Source: an optimization exercise on an open RTL-to-GDS flow (aim: small area). Production flows keep margins and buffers that such runs may drop.
In this exercise RTL edits were held to simulation tests only and were not proved equivalent to the original.

==> flow/design.v (outline; a module is shown in full before it is edited, if it fits) <==
// module cnn_reg_bank: 87 lines
// module frame_sequencer: 40 lines
// module window_fetch: 138 lines
// module mac_array: 4640 lines
// module post_proc: 37 lines
// module cnn_accel_top: 82 lines
module cnn_accel_top (
	input  wire                clk,
	input  wire                rstn,
	input  wire                sl_hsel_i,
	input  wire                sl_hready_i,
	input  wire         [1:0]  sl_htrans_i,
	input  wire                sl_hwrite_i,
	input  wire         [31:0] sl_haddr_i,
	input  wire         [31:0] sl_hwdata_i,
	output logic        [31:0] sl_hrdata_o,
	output cnn_pkg::pix_t      out_pixel_o,
	output logic               out_valid_o
);
  // ...
==> flow/flow/run.sh <==
#!/bin/bash
# Own layout flow: the standard ORFS flow (same config, same make targets), with
# two changes:
#  - the final ABC technology mapping in synthesis uses an area-oriented script
#    (flow/abc_area.script). Flip-flops are mapped by dfflibmap before ABC runs, so the
#    registers (names, count, cell types) are those of the standard synthesis.
#  - extra ORFS variables from flow/knobs.mk, if present, are passed to make.
# Each tool's output goes to a log file in this folder; ORFS keeps its per-step logs
# under orfs/logs.
set -euo pipefail
W=$(pwd)
F=$W/flow
RES=$W/orfs/results/${FLOW_PLATFORM:-sky130hd}/cnn_accel_top/base

# the synthesis script: synth_recipe.tcl with the abc command redirected
{
  head -n 1 synth_recipe.tcl
  cat "$F/abc_override.tcl"
  tail -n +2 synth_recipe.tcl
} > "$W/own_synth.tcl"
export OWN_ABC_SCRIPT="$F/abc_area.script"

KNOBS=()
if [[ -f "$F/knobs.txt" ]]; then
  while IFS= read -r line; do
    [[ -z "$line" || "$line" == \#* ]] && continue
    KNOBS+=("$line")
  done < "$F/knobs.txt"
fi

make -C "$FLOW_HOME" DESIGN_CONFIG="$W/config.mk" WORK_HOME="$W/orfs" CLKGATE_MAP_FILE= \
  SYNTH_SCRIPT="$W/own_synth.tcl" "${KNOBS[@]}" finish > "$W/make_finish.log" 2>&1

: # left out here: write the final layout as DEF
==> flow/flow/abc_area.script <==
&get -n
&st
&dch
&nf -R 1000
&put
topo
stime -c
==> flow/flow/abc_override.tcl <==
# Route the final abc call to the area-oriented script; every other argument
# (liberty, dont_use list, constraints, delay target) is kept.
proc abc {args} {
  set i [lsearch -exact $args -script]
  if { $i >= 0 } { set args [lreplace $args $i [expr {$i + 1}]] }
  yosys abc -script $::env(OWN_ABC_SCRIPT) {*}$args
}
==> flow/flow/knobs.txt <==
# extra ORFS make variables, one per line
CTS_ARGS=-sink_clustering_enable -repair_clock_nets -dont_use_dummy_load -buf_list sky130_fd_sc_hd__clkbuf_8
==> flow/standard.sh <==
#!/bin/bash
# synth_recipe.tcl (not shown) runs the flow's synth.tcl, then flattens the netlist and writes it again
# the make line also repeats each setting of config.mk as NAME=value (left out here)
make -C /OpenROAD-flow-scripts/flow DESIGN_CONFIG=/design/flow/config.mk WORK_HOME=/design/flow/orfs CLKGATE_MAP_FILE= SYNTH_SCRIPT=/design/flow/synth_recipe.tcl "${@:-finish}"
==> flow/config.mk <==
export PLATFORM = sky130hd
export DESIGN_NAME = cnn_accel_top
export DESIGN_NICKNAME = cnn_accel_top
export VERILOG_FILES = /design/flow/design.v
export SDC_FILE = /design/flow/constraint.sdc
export NUM_CORES = 8
export LEC_CHECK = 0
export CAP_MARGIN = 20
export CORE_MARGIN = 2
export CORE_UTILIZATION = 70
export CTS_BUF_LIST = sky130_fd_sc_hd__clkbuf_8
export SLEW_MARGIN = 20
==> flow/constraint.sdc <==
create_clock -name core_clock -period 10.0 [get_ports {clk}]
set_input_delay 2.0000 -clock core_clock [delete_from_list [all_inputs] [get_ports {clk}]]
set_output_delay 2.0000 -clock core_clock [all_outputs]
set_load 0.01 [all_outputs]
==> notes.md, run 1 <==
outcome=timing/DRC/antenna clean; largest cells by area after synthesis=edfxtp_1 59%, fa_1 11%, dfxtp_1 6.2%, a222oi_1 3.3%, dfrtp_1 2.6%; Worst Setup End Kind=flop; clock network area share=4.71%; fin crit share=89.4%; global-route track usage on met3=8.87%; Top class by area=sequential cells; Crit path depth=20; largest net degree at the start of global routing=140; Reg2Reg Setup Slack=1060 ps; met2 WL post-DR=144000 um; pre-CTS setup slack=1280 ps; DRC=0; placed insts=8491; Hold Crit Start=u_win.lb[4][7]; worst-case clock buffer depth=4; register area=0.0710 mm^2; Ys Warns=12; Worst Hold Class=flop to flop; DIE WIDTH=390 um; fraction of the mapped netlist area in adder cells=11.5%; total die area=0.152 mm^2; largest reg by FF count=u_win.img_mem; top sig layer=met5; CP arrival=9810 ps; Post-Route WL=308000 um; simple logic cell fraction of the synthesized area=8.12%; multi-input logic portion of the cell area=28.8%; commonest non-fill, non-tap cell in the layout=edfxtp_1; Cell Chain, Critical Path=nor2_2 -> buf_4 -> buf_4 -> and3_1 -> fa_1 -> fa_1 -> fa_1 -> fa_1 -> fa_1 -> fa_1 -> fa_1 -> fa_1 -> fa_1 -> ha_1 -> nand2_1 -> o21ai_0 -> a31oi_1 -> o21ai_0 -> a21boi_0 -> xnor2_1; Regs by FF count=u_win.img_mem x2048, u_win.lb x104, u_win.lm x104; unrepaired setup endpoints after global routing=false; hold buffer count at CTS=0; final core occ=77.2%; gr ovfl total=0; area delta synth->final=9.44%; normalized max-slew margin=18.6%
==> module cnn_reg_bank, before the edit <==
module cnn_reg_bank (
	input  wire                                   clk,
	input  wire                                   rstn,
	input  wire                                   sl_hsel_i,
	input  wire                                   sl_hready_i,
	input  wire         [1:0]                     sl_htrans_i,
	input  wire                                   sl_hwrite_i,
	input  wire         [31:0]                    sl_haddr_i,
	input  wire         [31:0]                    sl_hwdata_i,
	input  wire                                   done_set_i,
	output logic        [31:0]                    sl_hrdata_o,
	output logic                                  xfer_o,
	output logic                                  img_we_o,
	output logic                                  start_o,
	output cnn_pkg::dim_t                         width_o,
	output cnn_pkg::dim_t                         height_o,
	output cnn_pkg::act_e                         act_o,
	output logic        [2:0]                     act_shift_o,
	output logic signed [cnn_pkg::BIAS_BITS-1:0]  bias_o,
	output logic [cnn_pkg::N_TAPS-1:0][cnn_pkg::W_BITS-1:0] weights_o
);
	logic [3:0] reg_sel_q;
	logic       wr_q;
	logic       done_q;
	assign xfer_o = sl_hsel_i && sl_hready_i && sl_htrans_i[1];
	always_ff @(posedge clk) begin
		if (xfer_o) begin
			reg_sel_q <= sl_haddr_i[5:2];
		end
	end
	always_ff @(posedge clk or negedge rstn) begin
		if (!rstn) begin
			wr_q <= 1'b0;
		end else begin
			wr_q <= xfer_o && sl_hwrite_i;
		end
	end
	always_ff @(posedge clk or negedge rstn) begin
		if (!rstn) begin
			width_o     <= cnn_pkg::dim_t'(cnn_pkg::DEF_DIM);
			height_o    <= cnn_pkg::dim_t'(cnn_pkg::DEF_DIM);
			act_o       <= cnn_pkg::ACT_RELU;
			act_shift_o <= '0;
			bias_o      <= '0;
			weights_o   <= '0;
		end else if (wr_q) begin
			case (reg_sel_q)
				cnn_pkg::REG_WIDTH_HEIGHT: begin
					width_o  <= sl_hwdata_i[0 +: cnn_pkg::DIM_BITS];
					height_o <= sl_hwdata_i[16 +: cnn_pkg::DIM_BITS];
				end
				cnn_pkg::REG_LAYER_CONFIG: begin
					act_o       <= cnn_pkg::act_e'(sl_hwdata_i[3]);
					act_shift_o <= sl_hwdata_i[15:13];
				end
				cnn_pkg::REG_BIAS:     bias_o <= sl_hwdata_i[cnn_pkg::BIAS_BITS-1:0];
				cnn_pkg::REG_WEIGHTS0: weights_o[3:0] <= sl_hwdata_i;
				cnn_pkg::REG_WEIGHTS1: weights_o[7:4] <= sl_hwdata_i;
				cnn_pkg::REG_WEIGHTS2: weights_o[8]   <= sl_hwdata_i[cnn_pkg::W_BITS-1:0];
				default: ;
			endcase
		end
	end
	assign start_o  = wr_q && (reg_sel_q == cnn_pkg::REG_LAYER_START) && sl_hwdata_i[0];
	assign img_we_o = wr_q && (reg_sel_q == cnn_pkg::REG_INPUT_IMAGE);
	always_ff @(posedge clk or negedge rstn) begin
		if (!rstn) begin
			done_q <= 1'b0;
		end else if (wr_q && (reg_sel_q == cnn_pkg::REG_LAYER_START) && sl_hwdata_i[0]) begin
			done_q <= 1'b0;
		end else if (done_set_i) begin
			done_q <= 1'b1;
		end
	end
	always_comb begin
		case (reg_sel_q)
			cnn_pkg::REG_WIDTH_HEIGHT: sl_hrdata_o = {11'd0, height_o, 11'd0, width_o};
			cnn_pkg::REG_LAYER_CONFIG: sl_hrdata_o = {16'd0, act_shift_o, 9'd0, act_o, 3'd0};
			cnn_pkg::REG_LAYER_DONE:   sl_hrdata_o = {31'd0, done_q};
			cnn_pkg::REG_BIAS:         sl_hrdata_o = {16'd0, bias_o};
			cnn_pkg::REG_WEIGHTS0:     sl_hrdata_o = weights_o[3:0];
			cnn_pkg::REG_WEIGHTS1:     sl_hrdata_o = weights_o[7:4];
			cnn_pkg::REG_WEIGHTS2:     sl_hrdata_o = {24'd0, weights_o[8]};
			default:                   sl_hrdata_o = 32'd0;
		endcase
	end
endmodule
==> module window_fetch, before the edit <==
module window_fetch (
	input  wire                clk,
	input  wire                img_we_i,
	input  wire                xfer_i,
	input  wire [31:0]         haddr_i,
	input  wire cnn_pkg::pix_t img_data_i,
	input  wire cnn_pkg::dim_t width_i,
	input  wire cnn_pkg::dim_t height_i,
	input  wire [4:0]          v_i,
	output logic [cnn_pkg::N_TAPS-1:0][cnn_pkg::PIX_BITS-1:0] taps_o
);
	cnn_pkg::pix_t img_mem [cnn_pkg::FRAME_MAX];
	logic       rd_load;
	logic       rd_run;
	cnn_pkg::idx_t addr_q;
	logic [3:0] b_idx;
	logic       sel_b_q;
	cnn_pkg::pix_t a_rd;
	cnn_pkg::pix_t b_rd;
	cnn_pkg::pix_t m_in;
	logic [3:0] wm1;
	cnn_pkg::pix_t wt [3];
	cnn_pkg::pix_t wm [3];
	cnn_pkg::pix_t wb [3];
	cnn_pkg::pix_t lb [3:15];
	cnn_pkg::pix_t lm [3:15];
	cnn_pkg::pix_t tap_b [16];
	cnn_pkg::pix_t tap_m [16];
	logic [3:0] row_q;
	logic [3:0] col_q;
	logic       first_row;
	logic       last_row;
	logic       first_col;
	logic       last_col;
	assign rd_load = v_i[0] && !v_i[1];
	assign rd_run  = v_i[1] || v_i[2];
	assign wm1     = 4'(width_i - 5'd1);
	always_ff @(posedge clk) begin
		if (rd_load) begin
			addr_q <= cnn_pkg::idx_t'(width_i);
		end else if (rd_run) begin
			addr_q <= addr_q + 8'd1;
		end else if (xfer_i) begin
			addr_q <= haddr_i[6 +: cnn_pkg::IDX_BITS];
		end
	end
	always_ff @(posedge clk) begin
		if (img_we_i) begin
			img_mem[addr_q] <= img_data_i;
		end
	end
	assign b_idx = addr_q[3:0] - width_i[3:0];
	always_ff @(posedge clk) begin
		if (rd_load) begin
			sel_b_q <= 1'b1;
		end else if (b_idx == wm1) begin
			sel_b_q <= 1'b0;
		end
	end
	logic [15:0] sel_lo;
	logic [15:0] sel_hi;
	cnn_pkg::pix_t grp_rd [16];
	always_comb begin
		for (int k = 0; k < 16; k++) begin
			sel_lo[k] = (addr_q[3:0] == 4'(k));
			sel_hi[k] = (addr_q[7:4] == 4'(k));
		end
		for (int g = 0; g < 16; g++) begin
			grp_rd[g] = '0;
			for (int k = 0; k < 16; k++) begin
				grp_rd[g] = grp_rd[g] | (img_mem[16*g + k] & {8{sel_lo[k]}});
			end
		end
		a_rd = '0;
		for (int g = 0; g < 16; g++) begin
			a_rd = a_rd | (grp_rd[g] & {8{sel_hi[g]}});
		end
	end
	assign b_rd = img_mem[{4'd0, b_idx}];
	always_comb begin
		tap_b[0] = wb[2];
		tap_b[1] = wb[1];
		tap_b[2] = wb[0];
		tap_m[0] = wm[2];
		tap_m[1] = wm[1];
		tap_m[2] = wm[0];
		for (int d = 3; d < 16; d++) begin
			tap_b[d] = lb[d];
			tap_m[d] = lm[d];
		end
	end
	assign m_in = sel_b_q ? b_rd : tap_b[wm1];
	always_ff @(posedge clk) begin
		wb[2] <= a_rd;
		wb[1] <= wb[2];
		wb[0] <= wb[1];
		wm[2] <= m_in;
		wm[1] <= wm[2];
		wm[0] <= wm[1];
		wt[2] <= tap_m[wm1];
		wt[1] <= wt[2];
		wt[0] <= wt[1];
		lb[3] <= wb[0];
		lm[3] <= wm[0];
		for (int d = 4; d < 16; d++) begin
			lb[d] <= lb[d-1];
			lm[d] <= lm[d-1];
		end
	end
	logic at_eol;
	assign at_eol = (col_q == wm1);
	always_ff @(posedge clk) begin
		if (!v_i[2]) begin
			row_q <= '0;
			col_q <= '0;
		end else if (at_eol) begin
			col_q <= '0;
			row_q <= row_q + 4'd1;
		end else begin
			col_q <= col_q + 4'd1;
		end
		first_row <= (row_q == 4'd0);
		last_row  <= (row_q == 4'(height_i - 5'd1));
		first_col <= (col_q == 4'd0);
		last_col  <= at_eol;
	end
	always_comb begin
		taps_o[0] = (first_row || first_col) ? '0 : wt[0];
		taps_o[1] = first_row                ? '0 : wt[1];
		taps_o[2] = (first_row || last_col)  ? '0 : wt[2];
		taps_o[3] = first_col                ? '0 : wm[0];
		taps_o[4] = wm[1];
		taps_o[5] = last_col                 ? '0 : wm[2];
		taps_o[6] = (last_row || first_col)  ? '0 : wb[0];
		taps_o[7] = last_row                 ? '0 : wb[1];
		taps_o[8] = (last_row || last_col)   ? '0 : wb[2];
	end
endmodule
==> module cnn_accel_top, before the edit <==
module cnn_accel_top (
	input  wire                clk,
	input  wire                rstn,
	input  wire                sl_hsel_i,
	input  wire                sl_hready_i,
	input  wire         [1:0]  sl_htrans_i,
	input  wire                sl_hwrite_i,
	input  wire         [31:0] sl_haddr_i,
	input  wire         [31:0] sl_hwdata_i,
	output logic        [31:0] sl_hrdata_o,
	output cnn_pkg::pix_t      out_pixel_o,
	output logic               out_valid_o
);
	logic                  xfer;
	logic                  img_we;
	logic                  start;
	cnn_pkg::dim_t         width;
	cnn_pkg::dim_t         height;
	cnn_pkg::act_e         act;
	logic [2:0]            act_shift;
	logic signed [cnn_pkg::BIAS_BITS-1:0] bias;
	logic [cnn_pkg::N_TAPS-1:0][cnn_pkg::W_BITS-1:0] weights;
	logic [4:0]            v;
	logic [cnn_pkg::N_TAPS-1:0][cnn_pkg::PIX_BITS-1:0] taps;
	logic signed [cnn_pkg::ACC_BITS-1:0] acc;
	logic                  done_set;
	assign out_valid_o = v[4];
	assign done_set    = v[4] && !v[3];
	cnn_reg_bank u_reg_bank (
		.clk         (clk),
		.rstn        (rstn),
		.sl_hsel_i   (sl_hsel_i),
		.sl_hready_i (sl_hready_i),
		.sl_htrans_i (sl_htrans_i),
		.sl_hwrite_i (sl_hwrite_i),
		.sl_haddr_i  (sl_haddr_i),
		.sl_hwdata_i (sl_hwdata_i),
		.done_set_i  (done_set),
		.sl_hrdata_o (sl_hrdata_o),
		.xfer_o      (xfer),
		.img_we_o    (img_we),
		.start_o     (start),
		.width_o     (width),
		.height_o    (height),
		.act_o       (act),
		.act_shift_o (act_shift),
		.bias_o      (bias),
		.weights_o   (weights)
	);
	frame_sequencer u_seq (
		.clk      (clk),
		.rstn     (rstn),
		.start_i  (start),
		.width_i  (width),
		.height_i (height),
		.v_o      (v)
	);
	window_fetch u_win (
		.clk        (clk),
		.img_we_i   (img_we),
		.xfer_i     (xfer),
		.haddr_i    (sl_haddr_i),
		.img_data_i (sl_hwdata_i[cnn_pkg::PIX_BITS-1:0]),
		.width_i    (width),
		.height_i   (height),
		.v_i        (v),
		.taps_o     (taps)
	);
	mac_array u_mac (
		.taps_i    (taps),
		.weights_i (weights),
		.bias_i    (bias),
		.acc_o     (acc)
	);
	post_proc u_post (
		.clk         (clk),
		.acc_i       (acc),
		.act_i       (act),
		.act_shift_i (act_shift),
		.out_pixel_o (out_pixel_o)
	);
endmodule
==> run 2: changes to the inputs <==
--- a/flow/design.v
+++ b/flow/design.v
@@ -51,17 +51,17 @@
 	output logic                                  xfer_o,
 	output logic                                  img_we_o,
 	output logic                                  start_o,
 	output cnn_pkg::dim_t                         width_o,
 	output cnn_pkg::dim_t                         height_o,
 	output cnn_pkg::act_e                         act_o,
 	output logic        [2:0]                     act_shift_o,
 	output logic signed [cnn_pkg::BIAS_BITS-1:0]  bias_o,
-	output logic [cnn_pkg::N_TAPS-1:0][cnn_pkg::W_BITS-1:0] weights_o
+	output logic [cnn_pkg::N_TAPS-1:0][cnn_pkg::W_BITS-1:0] weights_n_o
 );
 	logic [3:0] reg_sel_q;
 	logic       wr_q;
 	logic       done_q;
 	assign xfer_o = sl_hsel_i && sl_hready_i && sl_htrans_i[1];
 	always_ff @(posedge clk) begin
 		if (xfer_o) begin
 			reg_sel_q <= sl_haddr_i[5:2];
@@ -76,31 +76,31 @@
 	end
 	always_ff @(posedge clk or negedge rstn) begin
 		if (!rstn) begin
 			width_o     <= cnn_pkg::dim_t'(cnn_pkg::DEF_DIM);
 			height_o    <= cnn_pkg::dim_t'(cnn_pkg::DEF_DIM);
 			act_o       <= cnn_pkg::ACT_RELU;
 			act_shift_o <= '0;
 			bias_o      <= '0;
-			weights_o   <= '0;
+			weights_n_o <= '1;
 		end else if (wr_q) begin
 			case (reg_sel_q)
 				cnn_pkg::REG_WIDTH_HEIGHT: begin
 					width_o  <= sl_hwdata_i[0 +: cnn_pkg::DIM_BITS];
 					height_o <= sl_hwdata_i[16 +: cnn_pkg::DIM_BITS];
 				end
 				cnn_pkg::REG_LAYER_CONFIG: begin
 					act_o       <= cnn_pkg::act_e'(sl_hwdata_i[3]);
 					act_shift_o <= sl_hwdata_i[15:13];
 				end
 				cnn_pkg::REG_BIAS:     bias_o <= sl_hwdata_i[cnn_pkg::BIAS_BITS-1:0];
-				cnn_pkg::REG_WEIGHTS0: weights_o[3:0] <= sl_hwdata_i;
-				cnn_pkg::REG_WEIGHTS1: weights_o[7:4] <= sl_hwdata_i;
-				cnn_pkg::REG_WEIGHTS2: weights_o[8]   <= sl_hwdata_i[cnn_pkg::W_BITS-1:0];
+				cnn_pkg::REG_WEIGHTS0: weights_n_o[3:0] <= ~sl_hwdata_i;
+				cnn_pkg::REG_WEIGHTS1: weights_n_o[7:4] <= ~sl_hwdata_i;
+				cnn_pkg::REG_WEIGHTS2: weights_n_o[8]   <= ~sl_hwdata_i[cnn_pkg::W_BITS-1:0];
 				default: ;
 			endcase
 		end
 	end
 	assign start_o  = wr_q && (reg_sel_q == cnn_pkg::REG_LAYER_START) && sl_hwdata_i[0];
 	assign img_we_o = wr_q && (reg_sel_q == cnn_pkg::REG_INPUT_IMAGE);
 	always_ff @(posedge clk or negedge rstn) begin
 		if (!rstn) begin
@@ -112,19 +112,19 @@
 		end
 	end
 	always_comb begin
 		case (reg_sel_q)
 			cnn_pkg::REG_WIDTH_HEIGHT: sl_hrdata_o = {11'd0, height_o, 11'd0, width_o};
 			cnn_pkg::REG_LAYER_CONFIG: sl_hrdata_o = {16'd0, act_shift_o, 9'd0, act_o, 3'd0};
 			cnn_pkg::REG_LAYER_DONE:   sl_hrdata_o = {31'd0, done_q};
 			cnn_pkg::REG_BIAS:         sl_hrdata_o = {16'd0, bias_o};
-			cnn_pkg::REG_WEIGHTS0:     sl_hrdata_o = weights_o[3:0];
-			cnn_pkg::REG_WEIGHTS1:     sl_hrdata_o = weights_o[7:4];
-			cnn_pkg::REG_WEIGHTS2:     sl_hrdata_o = {24'd0, weights_o[8]};
+			cnn_pkg::REG_WEIGHTS0:     sl_hrdata_o = ~weights_n_o[3:0];
+			cnn_pkg::REG_WEIGHTS1:     sl_hrdata_o = ~weights_n_o[7:4];
+			cnn_pkg::REG_WEIGHTS2:     sl_hrdata_o = {24'd0, ~weights_n_o[8]};
 			default:                   sl_hrdata_o = 32'd0;
 		endcase
 	end
 endmodule
 `default_nettype wire
 `timescale 1ns/1ps
 `default_nettype none
 module frame_sequencer (
@@ -174,17 +174,17 @@
 	input  wire                clk,
 	input  wire                img_we_i,
 	input  wire                xfer_i,
 	input  wire [31:0]         haddr_i,
 	input  wire cnn_pkg::pix_t img_data_i,
 	input  wire cnn_pkg::dim_t width_i,
 	input  wire cnn_pkg::dim_t height_i,
 	input  wire [4:0]          v_i,
-	output logic [cnn_pkg::N_TAPS-1:0][cnn_pkg::PIX_BITS-1:0] taps_o
+	output logic [cnn_pkg::N_TAPS-1:0][cnn_pkg::PIX_BITS-1:0] taps_n_o
 );
 	cnn_pkg::pix_t img_mem [cnn_pkg::FRAME_MAX];
 	logic       rd_load;
 	logic       rd_run;
 	cnn_pkg::idx_t addr_q;
 	logic [3:0] b_idx;
 	logic       sel_b_q;
 	cnn_pkg::pix_t a_rd;
@@ -213,17 +213,17 @@
 		end else if (rd_run) begin
 			addr_q <= addr_q + 8'd1;
 		end else if (xfer_i) begin
 			addr_q <= haddr_i[6 +: cnn_pkg::IDX_BITS];
 		end
 	end
 	always_ff @(posedge clk) begin
 		if (img_we_i) begin
-			img_mem[addr_q] <= img_data_i;
+			img_mem[addr_q] <= ~img_data_i;
 		end
 	end
 	assign b_idx = addr_q[3:0] - width_i[3:0];
 	always_ff @(posedge clk) begin
 		if (rd_load) begin
 			sel_b_q <= 1'b1;
 		end else if (b_idx == wm1) begin
 			sel_b_q <= 1'b0;
@@ -292,36 +292,40 @@
 			col_q <= col_q + 4'd1;
 		end
 		first_row <= (row_q == 4'd0);
 		last_row  <= (row_q == 4'(height_i - 5'd1));
 		first_col <= (col_q == 4'd0);
 		last_col  <= at_eol;
 	end
 	always_comb begin
-		taps_o[0] = (first_row || first_col) ? '0 : wt[0];
-		taps_o[1] = first_row                ? '0 : wt[1];
-		taps_o[2] = (first_row || last_col)  ? '0 : wt[2];
-		taps_o[3] = first_col                ? '0 : wm[0];
-		taps_o[4] = wm[1];
-		taps_o[5] = last_col                 ? '0 : wm[2];
-		taps_o[6] = (last_row || first_col)  ? '0 : wb[0];
-		taps_o[7] = last_row                 ? '0 : wb[1];
-		taps_o[8] = (last_row || last_col)   ? '0 : wb[2];
+		taps_n_o[0] = (first_row || first_col) ? '1 : wt[0];
+		taps_n_o[1] = first_row                ? '1 : wt[1];
+		taps_n_o[2] = (first_row || last_col)  ? '1 : wt[2];
+		taps_n_o[3] = first_col                ? '1 : wm[0];
+		taps_n_o[4] = wm[1];
+		taps_n_o[5] = last_col                 ? '1 : wm[2];
+		taps_n_o[6] = (last_row || first_col)  ? '1 : wb[0];
+		taps_n_o[7] = last_row                 ? '1 : wb[1];
+		taps_n_o[8] = (last_row || last_col)   ? '1 : wb[2];
 	end
 endmodule
 `default_nettype wire
 `timescale 1ns/1ps
 `default_nettype none
 module mac_array (
-	input  wire [cnn_pkg::N_TAPS-1:0][cnn_pkg::PIX_BITS-1:0] taps_i,
-	input  wire [cnn_pkg::N_TAPS-1:0][cnn_pkg::W_BITS-1:0]   weights_i,
+	input  wire [cnn_pkg::N_TAPS-1:0][cnn_pkg::PIX_BITS-1:0] taps_n_i,
+	input  wire [cnn_pkg::N_TAPS-1:0][cnn_pkg::W_BITS-1:0]   weights_n_i,
 	input  wire signed [cnn_pkg::BIAS_BITS-1:0]              bias_i,
 	output logic signed [cnn_pkg::ACC_BITS-1:0]              acc_o
 );
+	logic [cnn_pkg::N_TAPS-1:0][cnn_pkg::PIX_BITS-1:0] taps_i;
+	logic [cnn_pkg::N_TAPS-1:0][cnn_pkg::W_BITS-1:0]   weights_i;
+	assign taps_i    = ~taps_n_i;
+	assign weights_i = ~weights_n_i;
 	logic pp0_0_0;
 	logic pp0_0_1;
 	logic pp0_0_2;
 	logic pp0_0_3;
 	logic pp0_0_4;
 	logic pp0_0_5;
 	logic pp0_0_6;
 	logic pp0_0_7;
@@ -5010,19 +5014,19 @@
 	logic                  xfer;
 	logic                  img_we;
 	logic                  start;
 	cnn_pkg::dim_t         width;
 	cnn_pkg::dim_t         height;
 	cnn_pkg::act_e         act;
 	logic [2:0]            act_shift;
 	logic signed [cnn_pkg::BIAS_BITS-1:0] bias;
-	logic [cnn_pkg::N_TAPS-1:0][cnn_pkg::W_BITS-1:0] weights;
+	logic [cnn_pkg::N_TAPS-1:0][cnn_pkg::W_BITS-1:0] weights_n;
 	logic [4:0]            v;
-	logic [cnn_pkg::N_TAPS-1:0][cnn_pkg::PIX_BITS-1:0] taps;
+	logic [cnn_pkg::N_TAPS-1:0][cnn_pkg::PIX_BITS-1:0] taps_n;
 	logic signed [cnn_pkg::ACC_BITS-1:0] acc;
 	logic                  done_set;
 	assign out_valid_o = v[4];
 	assign done_set    = v[4] && !v[3];
 	cnn_reg_bank u_reg_bank (
 		.clk         (clk),
 		.rstn        (rstn),
 		.sl_hsel_i   (sl_hsel_i),
@@ -5036,17 +5040,17 @@
 		.xfer_o      (xfer),
 		.img_we_o    (img_we),
 		.start_o     (start),
 		.width_o     (width),
 		.height_o    (height),
 		.act_o       (act),
 		.act_shift_o (act_shift),
 		.bias_o      (bias),
-		.weights_o   (weights)
+		.weights_n_o (weights_n)
 	);
 	frame_sequencer u_seq (
 		.clk      (clk),
 		.rstn     (rstn),
 		.start_i  (start),
 		.width_i  (width),
 		.height_i (height),
 		.v_o      (v)
@@ -5055,23 +5059,23 @@
 		.clk        (clk),
 		.img_we_i   (img_we),
 		.xfer_i     (xfer),
 		.haddr_i    (sl_haddr_i),
 		.img_data_i (sl_hwdata_i[cnn_pkg::PIX_BITS-1:0]),
 		.width_i    (width),
 		.height_i   (height),
 		.v_i        (v),
-		.taps_o     (taps)
+		.taps_n_o   (taps_n)
 	);
 	mac_array u_mac (
-		.taps_i    (taps),
-		.weights_i (weights),
-		.bias_i    (bias),
-		.acc_o     (acc)
+		.taps_n_i    (taps_n),
+		.weights_n_i (weights_n),
+		.bias_i      (bias),
+		.acc_o       (acc)
 	);
 	post_proc u_post (
 		.clk         (clk),
 		.acc_i       (acc),
 		.act_i       (act),
 		.act_shift_i (act_shift),
 		.out_pixel_o (out_pixel_o)
 	);
==> flow/flow/knobs.txt (replaced) <==
CTS_ARGS=-sink_clustering_enable -repair_clock_nets -dont_use_dummy_load -buf_list sky130_fd_sc_hd__clkbuf_4 -sink_clustering_size 9 -sink_clustering_max_diameter 40
BUFFER_PORTS_ARGS=-buffer_cell sky130_fd_sc_hd__buf_1
==> run 2 against run 1 <==
Still clean. Final area shrank 4.0%. Non-clock buffer count fell by 19. Setup slack worse by 67 ps.
==> notes.md, run 2 <==
post-synthesis compound-gate area fraction=10.2%; Reg2Reg Depth=20; DIE WIDTH=388 um (-0.54%); DRC=0 (unchanged); Critical Path Source Type=flop; CTS tree=done; Post-Syn Instances=6408; H-tree lvl count=5; routability cong.=1.02; gr usage total=40.2%; Regs by FF count=u_win.img_mem x2048, u_win.lb x104, u_win.lm x104; unrepaired setup endpoints after global routing=false; post-synthesis mux area share=1.03%; Mapped Area=0.103 mm^2; Ys Warns=12 (unchanged); layer with the highest usage=met2; Crit Path Max Fanout=24; Max Slew Vio Count=0; port bufs=90; gr ovfl total=0 (unchanged); wire per inst=33.7 um; FF-to-FF Start=u_win.first_col; total die area=0.150 mm^2 (-1.1%); clk_skew=155 ps; Hold Crit Start=u_win.wm[0][4]; Post-synth EDFFs=2057; met1 Use GR=55.5%; Hold Path Depth=0; Post-Route WL=299000 um (-3.0%); largest family of logic cells by synthesized area=adder cells; largest net degree at the start of global routing=182 (+30%); fin crit share=90.0% (+0.67 points); CTS clk-pin slew, worst paths=100 ps; initial DRC count=10500; hold path endpoint=u_win.lm[3][4]; pin slew with the least headroom to its limit=1230 ps; Post-Synth XOR/XNOR Area=0.450%; Yosys reg bits=2491; core region area=0.146 mm^2; fin nets=7640; top-count cell post-synth=edfxtp_1; # Max-Cap Violations=0; fmax=0.111 GHz; largest reg by FF count=u_win.img_mem; Synth Area per Inst=16.1 um^2; final setup fails=0; Worst Hold Class=flop to flop; outcome=timing/DRC/antenna clean; hold buffer count at CTS=0 (unchanged); commonest non-fill, non-tap cell in the layout=edfxtp_1; dpl hpwl=195000 um; most frequent cells after synthesis=2057 x edfxtp_1, 915 x nor2_1, 557 x fa_1; CP arrival=10230 ps (+420 ps); area leader, netlist=edfxtp_1; Sink Count=2491; critical path class=flop to flop; Hold Fails Final Rpt=0; drt pass-1 iters=10; fraction of the mapped netlist area in adder cells=11.6% (+0.13 points); min cycle time layout=9000 ps; Worst R2R End=u_post.acc_q[19]; Post-Syn Nets=7100; vias per cell=7.34; met2 global-route usage=59.2%; global-route track usage on met3=11.0% (+2.1 points); setup bufs post-CTS=0; Reg2Reg Setup Slack=1000 ps (-70 ps); register area share after synthesis=69.0%; worst-skew pair later-pin latency=1400 ps; commonest non-fill, non-tap cells in the layout=2057 x edfxtp_1, 912 x nor2_1, 556 x fa_1, 375 x a222oi_1, 347 x clkbuf_4; TNS Setup=0 ps; vias in the first global route=64200; clock root buffer=clkbuf_4; Starting Density=70.7%; Final ANT Viol Nets=0; share of layout cells above drive strength 1=8.59%; initial antenna violation count=8; normalized max-slew margin=17.2% (-1.4 points); share of the synthesized area in the top cell type=59.9%; row count=140; largest cells by area after synthesis=edfxtp_1 60%, fa_1 11%, dfxtp_1 6.3%, a222oi_1 3.6%, nor2_1 3.3%; IO Pins=112; via count=65100; Distinct cells, synth=50; Die H=388 um; worst-case clock buffer depth=4 (unchanged); area delta synth->final=6.25%; simple logic cell fraction of the synthesized area=7.29% (-0.84 points); first-pass GRT wire length=434000 um; Worst Path Required=11230 ps; Worst Setup End Kind=flop; asr flop ratio synth=4.42%; cts bufs inserted=346; predominant post-synthesis flop cell=edfxtp_1; Largest register FFs=2048; # resized after CTS=0
==> run 2: cell types whose count changed after synthesis, moves of 72 or more <==
cell | previous run | this run
dfstp_2 | 2 | 74
nor2_1 | 363 | 915
and2_0 | 295 | 15
mux2_1 | 96 | 14
dfrtp_1 | 108 | 36
nand2_1 | 389 | 309
and3_1 | 246 | 35
a21oi_1 | 111 | 204
==> run 2: worst max-delay path by stage <==
stage / startpoint / endpoint / cells past startpoint
global route: u_win.first_col / u_post.acc_q[19] / 24
floorplan: u_win.first_col / u_post.acc_q[19] / 22
CTS: u_win.first_col / u_post.acc_q[19] / 20
detailed placement: u_win.first_row / u_post.acc_q[19] / 22
global placement: u_win.first_row / u_post.acc_q[19] / 22
finish: u_win.first_col / u_post.acc_q[19] / 20
==> run 2: cell type report <==
type | instances | area [um^2]
fillers | 9061 | 36400
inverters | 144 | 601
diodes | 12 | 30.0
clock buffers | 346 | 2600
multi-input cells | 3773 | 31600
repair buffers | 192 | 1220
flip-flops and latches | 2491 | 71100
well taps | 1917 | 2400
==> run 2: kinds of logic (layout without fill, tap and decap cells) <==
| logic type | count (synthesis) | in the layout |
|---|---|---|
| fa+ha+maj | 621 | 621 |
| compound gates | 1324 | 1324 |
| buf+inv | 144 | 682 |
| flops | 2491 | 2491 |
| simple gates | 1711 | 1711 |
| xor+xnor | 53 | 53 |
| mux | 64 | 64 |
| other cells | 0 | 12 |
==> run 2: metrics by stage <==
step	worst slack (ps)	instance area, um^2	util [%]	instances	hold slack (ps)
final	996	110000	75.1	8875	324
after global routing	725	110000	75.1	8869	320
after CTS	1300	109000	75.0	8862	318
after detailed placement	1320	107000	73.3	8516	333
after global placement	1370	107000	73.2	8514	330
after floorplan	2500	103000	-	6408	323
==> run 2: critical path, stage by stage, from the launching register on <==
cell and delay (ps):
dfxtp_1 1030, buf_4 400, or2_0 610, nor2_1 140, fa_1 510, fa_1 470, fa_1 480, fa_1 540
fa_1 520, fa_1 460, fa_1 510, fa_1 520, fa_1 570, ha_1 380, a21oi_1 240, o21ai_0 180
a21oi_1 510, o21ai_0 270, a31oi_1 340, o21bai_1 90, a21oi_1 140
==> run 2: metal layers <==
layer	up-vias	wire length, um
li1	26500	-
met1	32700	104000
met2	5083	134000
met3	848	41300
met4	0	19300
met5	-	0
==> run 3: changes to the inputs <==
--- a/flow/design.v
+++ b/flow/design.v
@@ -249,5 +249,16 @@
 		end
 	end
-	assign b_rd = img_mem[{4'd0, b_idx}];
+	logic [15:0] sel_b;
+	logic [15:0] sel_w;
+	always_comb begin
+		for (int k = 0; k < 16; k++) begin
+			sel_b[k] = (b_idx == 4'(k));
+			sel_w[k] = (wm1 == 4'(k));
+		end
+		b_rd = '0;
+		for (int k = 0; k < 16; k++) begin
+			b_rd = b_rd | (img_mem[k] & {8{sel_b[k]}});
+		end
+	end
 	always_comb begin
 		tap_b[0] = wb[2];
@@ -262,5 +273,15 @@
 		end
 	end
-	assign m_in = sel_b_q ? b_rd : tap_b[wm1];
+	cnn_pkg::pix_t tap_b_w;
+	cnn_pkg::pix_t tap_m_w;
+	always_comb begin
+		tap_b_w = '0;
+		tap_m_w = '0;
+		for (int d = 0; d < 16; d++) begin
+			tap_b_w = tap_b_w | (tap_b[d] & {8{sel_w[d]}});
+			tap_m_w = tap_m_w | (tap_m[d] & {8{sel_w[d]}});
+		end
+	end
+	assign m_in = sel_b_q ? b_rd : tap_b_w;
 	always_ff @(posedge clk) begin
 		wb[2] <= a_rd;
@@ -270,5 +291,5 @@
 		wm[1] <= wm[2];
 		wm[0] <= wm[1];
-		wt[2] <= tap_m[wm1];
+		wt[2] <= tap_m_w;
 		wt[1] <= wt[2];
 		wt[0] <= wt[1];
--- a/flow/flow/run.sh
+++ b/flow/flow/run.sh
@@ -1,11 +1,13 @@
 #!/bin/bash
-# Own layout flow: the standard ORFS flow (same config, same make targets), with
-# two changes:
+# Own layout flow: the standard ORFS flow (the same config.mk and make targets,
+# the same floorplan, power grid, tap cells, placement and routing), with these changes:
 #  - the final ABC technology mapping in synthesis uses an area-oriented script
-#    (flow/abc_area.script). Flip-flops are mapped by dfflibmap before ABC runs, so the
-#    registers (names, count, cell types) are those of the standard synthesis.
-#  - extra ORFS variables from flow/knobs.mk, if present, are passed to make.
-# Each tool's output goes to a log file in this folder; ORFS keeps its per-step logs
-# under orfs/logs.
+#    (flow/abc_area.script, via flow/abc_override.tcl). Flip-flops are mapped by
+#    dfflibmap before ABC runs, so the registers (names, count, cell types) are those
+#    of the standard synthesis;
+#  - the ORFS variables in flow/knobs.txt are passed to make (clock tree options,
+#    port buffer cell, adder architecture).
+# Each tool's output goes to a log file in this folder (make_finish.log,
+# write_def.log); ORFS keeps its per-step logs under orfs/logs.
 set -euo pipefail
 W=$(pwd)
==> flow/flow/knobs.txt (replaced) <==
# Extra ORFS make variables that flow/run.sh passes to make, one per line.
# Clock tree: small clock buffers in small clusters, and no dummy loads.
CTS_ARGS=-sink_clustering_enable -repair_clock_nets -dont_use_dummy_load -buf_list sky130_fd_sc_hd__clkbuf_4 -sink_clustering_size 9 -sink_clustering_max_diameter 40
# Port buffers: the smallest buffer (every port still gets one).
BUFFER_PORTS_ARGS=-buffer_cell sky130_fd_sc_hd__buf_1
# Any non-empty value drops ORFS's Kogge-Stone adder map, so Yosys's default
# (Brent-Kung) adders are used; -nofsm is already on every synth call.
SYNTH_OPERATIONS_ARGS=-nofsm
--- a/flow/config.mk
+++ b/flow/config.mk
@@ -9,4 +9,3 @@
 export CORE_MARGIN = 2
 export CORE_UTILIZATION = 70
-export CTS_BUF_LIST = sky130_fd_sc_hd__clkbuf_8
 export SLEW_MARGIN = 20
==> run 3 against run 2 <==
Synthesized cell count is 0.72% lower. Area after synthesis down 0.54%. First-iteration DRC count up 0.61%. Still clean. Register-to-register slack gained 200 ps. Final area fell by 0.39%. Global-route usage rose by 0.18 points. Sequential share of layout area increased by 0.26 points. Wire length is 0.40% higher.
==> notes.md, run 3 <==
port bufs=90 (unchanged); dpl hpwl=199000 um (+1.8%); Mapped Area=0.103 mm^2 (-0.54%); area delta synth->final=6.41%; min cycle time layout=8810 ps (-196 ps); commonest non-fill, non-tap cells in the layout=2057 x edfxtp_1, 908 x nor2_1, 567 x fa_1, 476 x a222oi_1, 352 x clkbuf_4; TNS Setup=0 ps (unchanged); predominant post-synthesis flop cell=edfxtp_1; vias in the first global route=63800 (-0.75%); Post-Syn Instances=6362 (-0.72%); largest cells by area after synthesis=edfxtp_1 60%, fa_1 11%, dfxtp_1 6.3%, a222oi_1 4.6%, nor2_1 3.3%; worst-skew pair later-pin latency=1370 ps (-30 ps); hold buffer count at CTS=0 (unchanged); Hold Crit Start=u_win.lm[13][5]; Post-Route WL=300000 um (+0.40%); gr ovfl total=0 (unchanged); global-route track usage on met3=10.4% (-0.57 points); gr usage total=40.4% (+0.18 points); clk_skew=121 ps (-33.9 ps); critical path class=flop to flop; most frequent cells after synthesis=2057 x edfxtp_1, 910 x nor2_1, 567 x fa_1; Regs by FF count=u_win.img_mem x2048, u_win.lb x104, u_win.lm x104; asr flop ratio synth=4.42% (unchanged); CTS clk-pin slew, worst paths=90 ps (about the same); Final ANT Viol Nets=0 (unchanged); Worst Setup End Kind=flop; Post-synth EDFFs=2057 (unchanged); initial DRC count=10600 (+0.61%); share of layout cells above drive strength 1=8.37% (-0.23 points); Max Slew Vio Count=0 (unchanged); met2 global-route usage=61.0% (+1.9 points); # resized after CTS=0 (unchanged); CP arrival=10040 ps (-190 ps); final setup fails=0 (unchanged); clock root buffer=clkbuf_4; fin nets=7628 (-0.16%); register area share after synthesis=69.3% (+0.38 points); IO Pins=112 (unchanged); Worst Setup Slack, final=1190 ps (+196 ps); cts bufs inserted=350 (+1.2%); CTS tree=done; drt pass-1 iters=13 (+3); Largest register FFs=2048 (unchanged); FF-to-FF Start=u_win.first_row; Distinct cells, synth=50 (unchanged); Yosys reg bits=2491 (unchanged); # Max-Cap Violations=0 (unchanged); wire per inst=33.9 um (+0.63%); met1 Use GR=54.8% (-0.63 points); largest reg by FF count=u_win.img_mem; pre-CTS setup slack=1090 ps (-231 ps); Starting Density=70.5% (-0.21 points); crit path from=u_win.first_row; Synth Area per Inst=16.1 um^2 (+0.18%); row count=140 (unchanged); initial antenna violation count=15 (+7); Die H=387 um (-0.27%); setup bufs post-CTS=0 (unchanged); DIE WIDTH=387 um (-0.27%); Worst Hold Class=flop to flop; worst-case clock buffer depth=4 (unchanged); pin slew with the least headroom to its limit=1180 ps (-52.3 ps); largest net degree at the start of global routing=186 (+2.2%); Crit Path Max Fanout=35 (+46%); outcome=timing/DRC/antenna clean; vias per cell=7.34 (about the same); fin crit share=88.1% (-2.0 points); area leader, netlist=edfxtp_1; fmax=0.114 GHz (+2.2%); routability cong.=1.04 (+1.2%); DRC=0 (unchanged); Ys Warns=12 (unchanged); H-tree lvl count=5 (unchanged); Critical Path Source Type=flop; normalized max-slew margin=20.7% (+3.5 points); first-pass GRT wire length=432000 um (-0.34%); Worst Path Required=11230 ps (about the same); share of the synthesized area in the top cell type=60.2% (+0.33 points); Post-Syn Nets=7069 (-0.44%); Sink Count=2491 (unchanged); core region area=0.146 mm^2 (-0.24%); fill count=8952 (-1.2%); layer with the highest usage=met2; top-count cell post-synth=edfxtp_1; commonest non-fill, non-tap cell in the layout=edfxtp_1; unrepaired setup endpoints after global routing=false; Hold Fails Final Rpt=0 (unchanged); via count=65000 (-0.22%); total die area=0.150 mm^2 (-0.54%)
-- run 3: cells by family (layout without fill, tap and decap cells) --
group | after synthesis | in the layout | share of synthesized area, %
buffers and inverters | 172 | 729 | 0.630
AO/OA/AOI/OAI | 1266 | 1266 | 10.1
other | 0 | 18 | 0
multiplexers | 21 | 21 | 0.221
adder cells (fa/ha/maj) | 636 | 636 | 11.9
AND/OR/NAND/NOR | 1742 | 1742 | 7.50
XOR/XNOR | 34 | 34 | 0.290
flip-flops | 2491 | 2491 | 69.3
-- run 3: metal layers --
layer | share of wire (%) | wire (um)
met1 | 34 | 103000
met3 | 13 | 39800
met4 | 6.3 | 18800
met5 | 0.0053 | 16
met2 | 46 | 138000
-- run 3: final timing paths --
path / cells after the start / slack [ps] / end
max: 27 / 1190 / u_post.acc_q[18]
max in group asynchronous: 2 / 7860 / u_reg_bank.height_o[2]
min: 0 / 300 / u_win.lm[14][5]
min reg2reg: 0 / 300 / u_win.lm[14][5]
min in group asynchronous: 1 / 790 / u_reg_bank.bias_o[8]
max reg2reg: 27 / 1190 / u_post.acc_q[18]
-- run 3: final cells by class --
type / instances / area (um^2) / share of cell area [%]
Clock buffer: 350 / 2630 / 2.41
Tap cell: 1917 / 2400 / 2.20
Antenna cell: 18 / 45.0 / 0.0413
Multi-Input combinational cell: 3699 / 30900 / 28.3
Timing Repair Buffer: 207 / 1350 / 1.24
Sequential cell: 2491 / 71100 / 65.2
Inverter: 172 / 706 / 0.647
-- run 3: through the flow --
stage               instance area (um^2)  hold WS (ps)  instances  utilization (%)
floorplan                         103000           323       6362                -
global placement                  106000           333       8482             73.1
detailed placement                106000           335       8482             73.1
CTS                               109000           285       8832             74.9
global route                      109000           294       8847             75.0
finish                            109000           298       8854             75.0
-- run 3: critical path: stages, from the launching register on --
cell and delay [ps]:
dfxtp_1 1000, or3_1 470, nor2_1 120, fa_1 490, fa_1 530, clkinv_1 70, fa_1 360, clkinv_1 90
fa_1 460, fa_1 530, fa_1 540, fa_1 470, fa_1 530, fa_1 550, clkinv_1 80, fa_1 540
clkinv_1 110, ha_1 310, nand2_1 100, nor2_1 50, a211oi_1 220, o31ai_1 100, buf_4 190, nand2_1 70
nand3_1 140, a31oi_1 240, fa_1 440, clkinv_1 60
==> run 4: changes to the inputs <==
--- a/flow/design.v
+++ b/flow/design.v
@@ -232,5 +232,5 @@
 	logic [15:0] sel_lo;
 	logic [15:0] sel_hi;
-	cnn_pkg::pix_t grp_rd [16];
+	logic [cnn_pkg::PIX_BITS-1:0][15:0] grp_rd;
 	always_comb begin
 		for (int k = 0; k < 16; k++) begin
@@ -238,17 +238,19 @@
 			sel_hi[k] = (addr_q[7:4] == 4'(k));
 		end
-		for (int g = 0; g < 16; g++) begin
-			grp_rd[g] = '0;
-			for (int k = 0; k < 16; k++) begin
-				grp_rd[g] = grp_rd[g] | (img_mem[16*g + k] & {8{sel_lo[k]}});
+	end
+	for (genvar b = 0; b < cnn_pkg::PIX_BITS; b++) begin : g_rd
+		for (genvar g = 0; g < 16; g++) begin : g_grp
+			logic [15:0] d;
+			for (genvar k = 0; k < 16; k++) begin : g_w
+				assign d[k] = img_mem[16*g + k][b];
 			end
+			sel16 u_lo (.d_i(d), .s_i(sel_lo), .y_o(grp_rd[b][g]));
 		end
-		a_rd = '0;
-		for (int g = 0; g < 16; g++) begin
-			a_rd = a_rd | (grp_rd[g] & {8{sel_hi[g]}});
-		end
+		sel16 u_hi (.d_i(grp_rd[b]), .s_i(sel_hi), .y_o(a_rd[b]));
 	end
 	logic [15:0] sel_b;
 	logic [15:0] sel_w;
+	cnn_pkg::pix_t tap_b_w;
+	cnn_pkg::pix_t tap_m_w;
 	always_comb begin
 		for (int k = 0; k < 16; k++) begin
@@ -256,8 +258,4 @@
 			sel_w[k] = (wm1 == 4'(k));
 		end
-		b_rd = '0;
-		for (int k = 0; k < 16; k++) begin
-			b_rd = b_rd | (img_mem[k] & {8{sel_b[k]}});
-		end
 	end
 	always_comb begin
@@ -273,13 +271,16 @@
 		end
 	end
-	cnn_pkg::pix_t tap_b_w;
-	cnn_pkg::pix_t tap_m_w;
-	always_comb begin
-		tap_b_w = '0;
-		tap_m_w = '0;
-		for (int d = 0; d < 16; d++) begin
-			tap_b_w = tap_b_w | (tap_b[d] & {8{sel_w[d]}});
-			tap_m_w = tap_m_w | (tap_m[d] & {8{sel_w[d]}});
-		end
+	for (genvar b = 0; b < cnn_pkg::PIX_BITS; b++) begin : g_sel
+		logic [15:0] db;
+		logic [15:0] dtb;
+		logic [15:0] dtm;
+		for (genvar k = 0; k < 16; k++) begin : g_w
+			assign db[k]  = img_mem[k][b];
+			assign dtb[k] = tap_b[k][b];
+			assign dtm[k] = tap_m[k][b];
+		end
+		sel16 u_b  (.d_i(db),  .s_i(sel_b), .y_o(b_rd[b]));
+		sel16 u_tb (.d_i(dtb), .s_i(sel_w), .y_o(tap_b_w[b]));
+		sel16 u_tm (.d_i(dtm), .s_i(sel_w), .y_o(tap_m_w[b]));
 	end
 	assign m_in = sel_b_q ? b_rd : tap_b_w;
@@ -330,4 +331,34 @@
 	end
 endmodule
+module sel16 (
+	input  wire [15:0] d_i,
+	input  wire [15:0] s_i,
+	output logic       y_o
+);
+	logic [4:0] y;
+	for (genvar i = 0; i < 5; i++) begin : g_aoi
+		rd_aoi222 u_aoi (
+			.a1 (d_i[3*i]),
+			.a2 (s_i[3*i]),
+			.b1 (d_i[3*i + 1]),
+			.b2 (s_i[3*i + 1]),
+			.c1 (d_i[3*i + 2]),
+			.c2 (s_i[3*i + 2]),
+			.y  (y[i])
+		);
+	end
+	assign y_o = ~(&y) | (d_i[15] & s_i[15]);
+endmodule
+module rd_aoi222 (
+	input  wire  a1,
+	input  wire  a2,
+	input  wire  b1,
+	input  wire  b2,
+	input  wire  c1,
+	input  wire  c2,
+	output logic y
+);
+	assign y = ~((a1 & a2) | (b1 & b2) | (c1 & c2));
+endmodule
 `default_nettype wire
 `timescale 1ns/1ps
--- a/flow/flow/run.sh
+++ b/flow/flow/run.sh
@@ -2,8 +2,9 @@
 # Own layout flow: the standard ORFS flow (the same config.mk and make targets,
 # the same floorplan, power grid, tap cells, placement and routing), with these changes:
-#  - the final ABC technology mapping in synthesis uses an area-oriented script
-#    (flow/abc_area.script, via flow/abc_override.tcl). Flip-flops are mapped by
-#    dfflibmap before ABC runs, so the registers (names, count, cell types) are those
-#    of the standard synthesis;
+#  - synthesis (flow/synth_override.tcl) maps the image buffer's read-port gates
+#    (rd_aoi222) straight to the library's a222oi cell (flow/cells_map.v), and the
+#    final ABC technology mapping uses an area-oriented script (flow/abc_area.script).
+#    Flip-flops are mapped by dfflibmap as in the standard synthesis, so the
+#    registers (names, count, cell types) are those of the standard synthesis;
 #  - the ORFS variables in flow/knobs.txt are passed to make (clock tree options,
 #    port buffer cell, adder architecture).
@@ -15,11 +16,12 @@
 RES=$W/orfs/results/${FLOW_PLATFORM:-sky130hd}/cnn_accel_top/base
 
-# the synthesis script: synth_recipe.tcl with the abc command redirected
+# the synthesis script: synth_recipe.tcl with the synth and abc commands redefined
 {
   head -n 1 synth_recipe.tcl
-  cat "$F/abc_override.tcl"
+  cat "$F/synth_override.tcl"
   tail -n +2 synth_recipe.tcl
 } > "$W/own_synth.tcl"
 export OWN_ABC_SCRIPT="$F/abc_area.script"
+export OWN_CELLS_MAP="$F/cells_map.v"
 
 KNOBS=()
==> flow/flow/cells_map.v (new file) <==
// techmap file for flow/run.sh: the design's rd_aoi222 gate as the library cell
module rd_aoi222 (input wire a1, input wire a2, input wire b1, input wire b2,
                  input wire c1, input wire c2, output wire y);
  sky130_fd_sc_hd__a222oi_1 _TECHMAP_REPLACE_ (
    .A1(a1), .A2(a2), .B1(b1), .B2(b2), .C1(c1), .C2(c2), .Y(y));
endmodule
==> flow/flow/synth_override.tcl (new file) <==
# Redefinitions for the synthesis script (inserted after the first line of
# synth_recipe.tcl, so they replace its synth proc):
#  - before the first synth call, the design's rd_aoi222 gates (the image
#    buffer's read port) are mapped straight to the library's a222oi cell,
#    which ABC would otherwise rebuild from smaller gates;
#  - synth keeps the standard flow's -nofsm -noshare;
#  - the final abc call uses the area-oriented script; every other argument
#    (liberty, dont_use list, constraints, delay target) is kept.
set ::own_premapped 0
proc synth {args} {
  if { !$::own_premapped } {
    set ::own_premapped 1
    yosys techmap -map $::env(OWN_CELLS_MAP)
  }
  yosys synth -nofsm -noshare {*}$args
}
proc abc {args} {
  set i [lsearch -exact $args -script]
  if { $i >= 0 } { set args [lreplace $args $i [expr {$i + 1}]] }
  yosys abc -script $::env(OWN_ABC_SCRIPT) {*}$args
}
removed: flow/flow/abc_override.tcl
==> run 4 against run 3 <==
Register-to-register slack got worse by 40 ps. Synthesized cell count fell by 3.6%. Final cell count fell by 3.0%. Global-route usage fell by 0.82 points. Critical path depth fell by 3. Critical path type unchanged.
==> notes.md, run 4 <==
normalized max-slew margin=22.5% (+1.8 points); Max Slew Vio Count=0 (unchanged); Reg2Reg Depth=24 (-11%); fin crit share=88.4% (+0.36 points); CP arrival=10080 ps (+40 ps); commonest non-fill, non-tap cells in the layout=2057 x edfxtp_1, 894 x nor2_1, 800 x a222oi_1, 567 x fa_1, 347 x clkbuf_4; Post-Route WL=291000 um (-3.2%); Worst Path Required=11240 ps (about the same); Starting Density=70.6% (+0.19 points); Critical Path Source Type=flop; Final ANT Viol Nets=0 (unchanged); Die H=385 um (-0.40%); area delta synth->final=6.38% (about the same); share of the synthesized area in the top cell type=60.7% (+0.49 points); share of layout cells above drive strength 1=8.66% (+0.29 points); wire per inst=33.8 um (-0.29%); worst-case clock buffer depth=4 (unchanged); largest family of logic cells by synthesized area=adder cells; fin nets=7384 (-3.2%); outcome=timing/DRC/antenna clean; Post-Synth XOR/XNOR Area=0.319% (+0.028 points); Hold Fails Final Rpt=0 (unchanged); top-count cell post-synth=edfxtp_1; fraction of the mapped netlist area in adder cells=12.0% (+0.084 points); post-synthesis mux area share=0.231% (+0.010 points); first-pass GRT wire length=418000 um (-3.2%); routability cong.=0.999 (-3.6%); CTS clk-pin slew, worst paths=100 ps (about the same); Crit Path Max Fanout=18 (-49%); port bufs=90 (unchanged); register area share after synthesis=69.9% (+0.56 points); vias in the first global route=62700 (-1.7%); commonest non-fill, non-tap cell in the layout=edfxtp_1; most frequent cells after synthesis=2057 x edfxtp_1, 896 x nor2_1, 800 x a222oi_1; fmax=0.113 GHz (-0.40%); Synth Area per Inst=16.6 um^2 (+2.9%); Post-synth EDFFs=2057 (unchanged); gr ovfl total=0 (unchanged); cts bufs inserted=346 (-1.1%); core region area=0.144 mm^2 (-1.1%); unrepaired setup endpoints after global routing=false; gr usage total=39.5% (-0.82 points); IO Pins=112 (unchanged); area leader, netlist=edfxtp_1; initial DRC count=12400 (+18%); total die area=0.148 mm^2 (-0.79%); asr flop ratio synth=4.42% (unchanged); Post-Syn Instances=6131 (-3.6%); clock root buffer=clkbuf_4; H-tree lvl count=5 (unchanged); vias per cell=7.47 (+1.9%); drt pass-1 iters=10 (-3); Worst Hold Class=flop to flop; hold buffer count at CTS=0 (unchanged); largest cells by area after synthesis=edfxtp_1 61%, fa_1 11%, a222oi_1 7.9%, dfxtp_1 6.4%, nor2_1 3.3%; Largest register FFs=2048 (unchanged); Regs by FF count=u_win.img_mem x2048, u_win.lb x104, u_win.lm x104; Yosys reg bits=2491 (unchanged); CTS tree=done; WHS=270 ps (-27.6 ps); via count=64200 (-1.1%); Distinct cells, synth=45 (-10%); critical path class=flop to flop; DRC=0 (unchanged); final setup fails=0 (unchanged); pin slew with the least headroom to its limit=1160 ps (-17.8 ps); largest net degree at the start of global routing=157 (-16%); largest reg by FF count=u_win.img_mem; predominant post-synthesis flop cell=edfxtp_1; simple logic cell fraction of the synthesized area=7.30% (-0.20 points); Mapped Area=0.102 mm^2 (-0.80%); min cycle time layout=8840 ps (+35.7 ps); clk_skew=146 ps (+25.6 ps); Post-Syn Nets=6837 (-3.3%); row count=139 (-0.71%); final core occ=75.2% (+0.18 points); # Max-Cap Violations=0 (unchanged); Worst Setup End Kind=flop; DIE WIDTH=385 um (-0.40%); Hold Path Depth=0 (unchanged); TNS Setup=0 ps (unchanged); initial antenna violation count=17 (+2); dpl hpwl=186000 um (-6.7%); Ys Warns=11 (-1); setup bufs post-CTS=0 (unchanged); worst-skew pair later-pin latency=1300 ps (-70 ps); Sink Count=2491 (unchanged); post-synthesis compound-gate area fraction=9.58% (-0.53 points); # resized after CTS=0 (unchanged)
-- run 4: cell count changes after synthesis, sizes merged, moves of 48 or more --
cell and change:
a22oi -240, a222oi +324, a221oi -80, nand2 -61
o21ai -80, a21oi +48, nand3 -98, nand4 +49
a221o -86
-- run 4: through the flow --
| stage | setup WS (ps) | cells | cell area (um^2) |
|---|---|---|---|
| 2_1_floorplan | 2090 | 6131 | 102000 |
| 4_1_cts | 1370 | 8578 | 108000 |
| 3_3_place_gp | 1440 | 8232 | 106000 |
| 5_1_grt | 984 | 8583 | 108000 |
| 3_5_place_dp | 1400 | 8232 | 106000 |
| 6_report | 1160 | 8592 | 108000 |
-- run 4: final cells by class --
| cell class | count | area [um^2] |
|---|---|---|
| Tap cell | 1903 | 2380 |
| Antenna cell | 13 | 32.5 |
| Clock buffer | 346 | 2600 |
| Multi-Input combinational cell | 3456 | 30000 |
| Inverter | 184 | 791 |
| Timing Repair Buffer | 199 | 1280 |
| Fill cell | 8742 | 35800 |
| Sequential cell | 2491 | 71100 |
-- run 4: kinds of logic after synthesis --
family	Yosys count
buffers and inverters	184
XOR/XNOR	37
AND/OR/NAND/NOR	1657
flip-flops	2491
multiplexers	22
AO/OA/AOI/OAI	1105
adder cells (fa/ha/maj)	635
-- run 4: per-layer routing --
layer,share of wire (%),vias up,GRT usage [%]
li1,-,25900,-
met5,0.027,-,0
met1,35,32100,54.7
met2,45,5340,59.2
met3,14,816,11.7
met4,5.2,12,18.1
-- run 4: worst paths after layout --
path	startpoint	end	slack [ps]
min reg2reg	u_win.lb[11][6]	u_win.lb[12][6]	270
max in group asynchronous	rstn	u_reg_bank.bias_o[12]	7740
min in group asynchronous	rstn	u_reg_bank.done_q	750
max reg2reg	u_win.last_col	u_post.acc_q[18]	1160
min	u_win.lb[11][6]	u_win.lb[12][6]	270
max	u_win.last_col	u_post.acc_q[18]	1160
-- run 4: worst max-delay path, cell delays in order, from the launching register on --
cell	delay, ps
dfxtp_1	940
buf_4	350
or2_0	650
nor2_1	150
fa_1	520
fa_1	530
fa_1	490
fa_1	520
fa_1	550
fa_1	430
fa_1	400
fa_1	520
clkinv_1	100
fa_1	490
clkinv_1	60
ha_1	320
a21oi_1	210
nor2_1	70
a211oi_1	190
o31ai_1	140
buf_4	200
a21o_1	210
a31oi_1	240
fa_1	430
clkinv_1	50

## afterwards: timing with drivers on the ports
The flow's constraints put no driver on any port. The routed layouts listed below were extracted and timed again, unchanged, in two steps.
Step 1 sets driving cells, clkbuf_16 on the clock port and buf_2 on the other inputs (assumed; they add their load-dependent delay and slew).
Step 2 adds t to the input delays and takes it off the output delays; t is the mean of the earliest and latest rising clock arrival at the registers after step 1. Input paths then give back, and output paths get back, about the clock's delay inside the block.
Slacks: ideal / step 1 / step 2; pairs: ideal / step 1.
| run | t (ns) | setup WS [ns] | worst slew at a driven data input, ns |
|---|---|---|---|
| run 1 | 1.123 | 1.063 / 1.063 / 1.063 | 0.07 |
| run 2 | 1.386 | 0.996 / 0.996 / 0.996 | 0.09 |
| run 3 | 1.353 | 1.192 / 1.192 / 1.192 | 0.14 |
| run 4 | 1.333 | 1.156 / 1.156 / 1.156 | 0.15 |
After both steps every run listed still meets setup and hold.
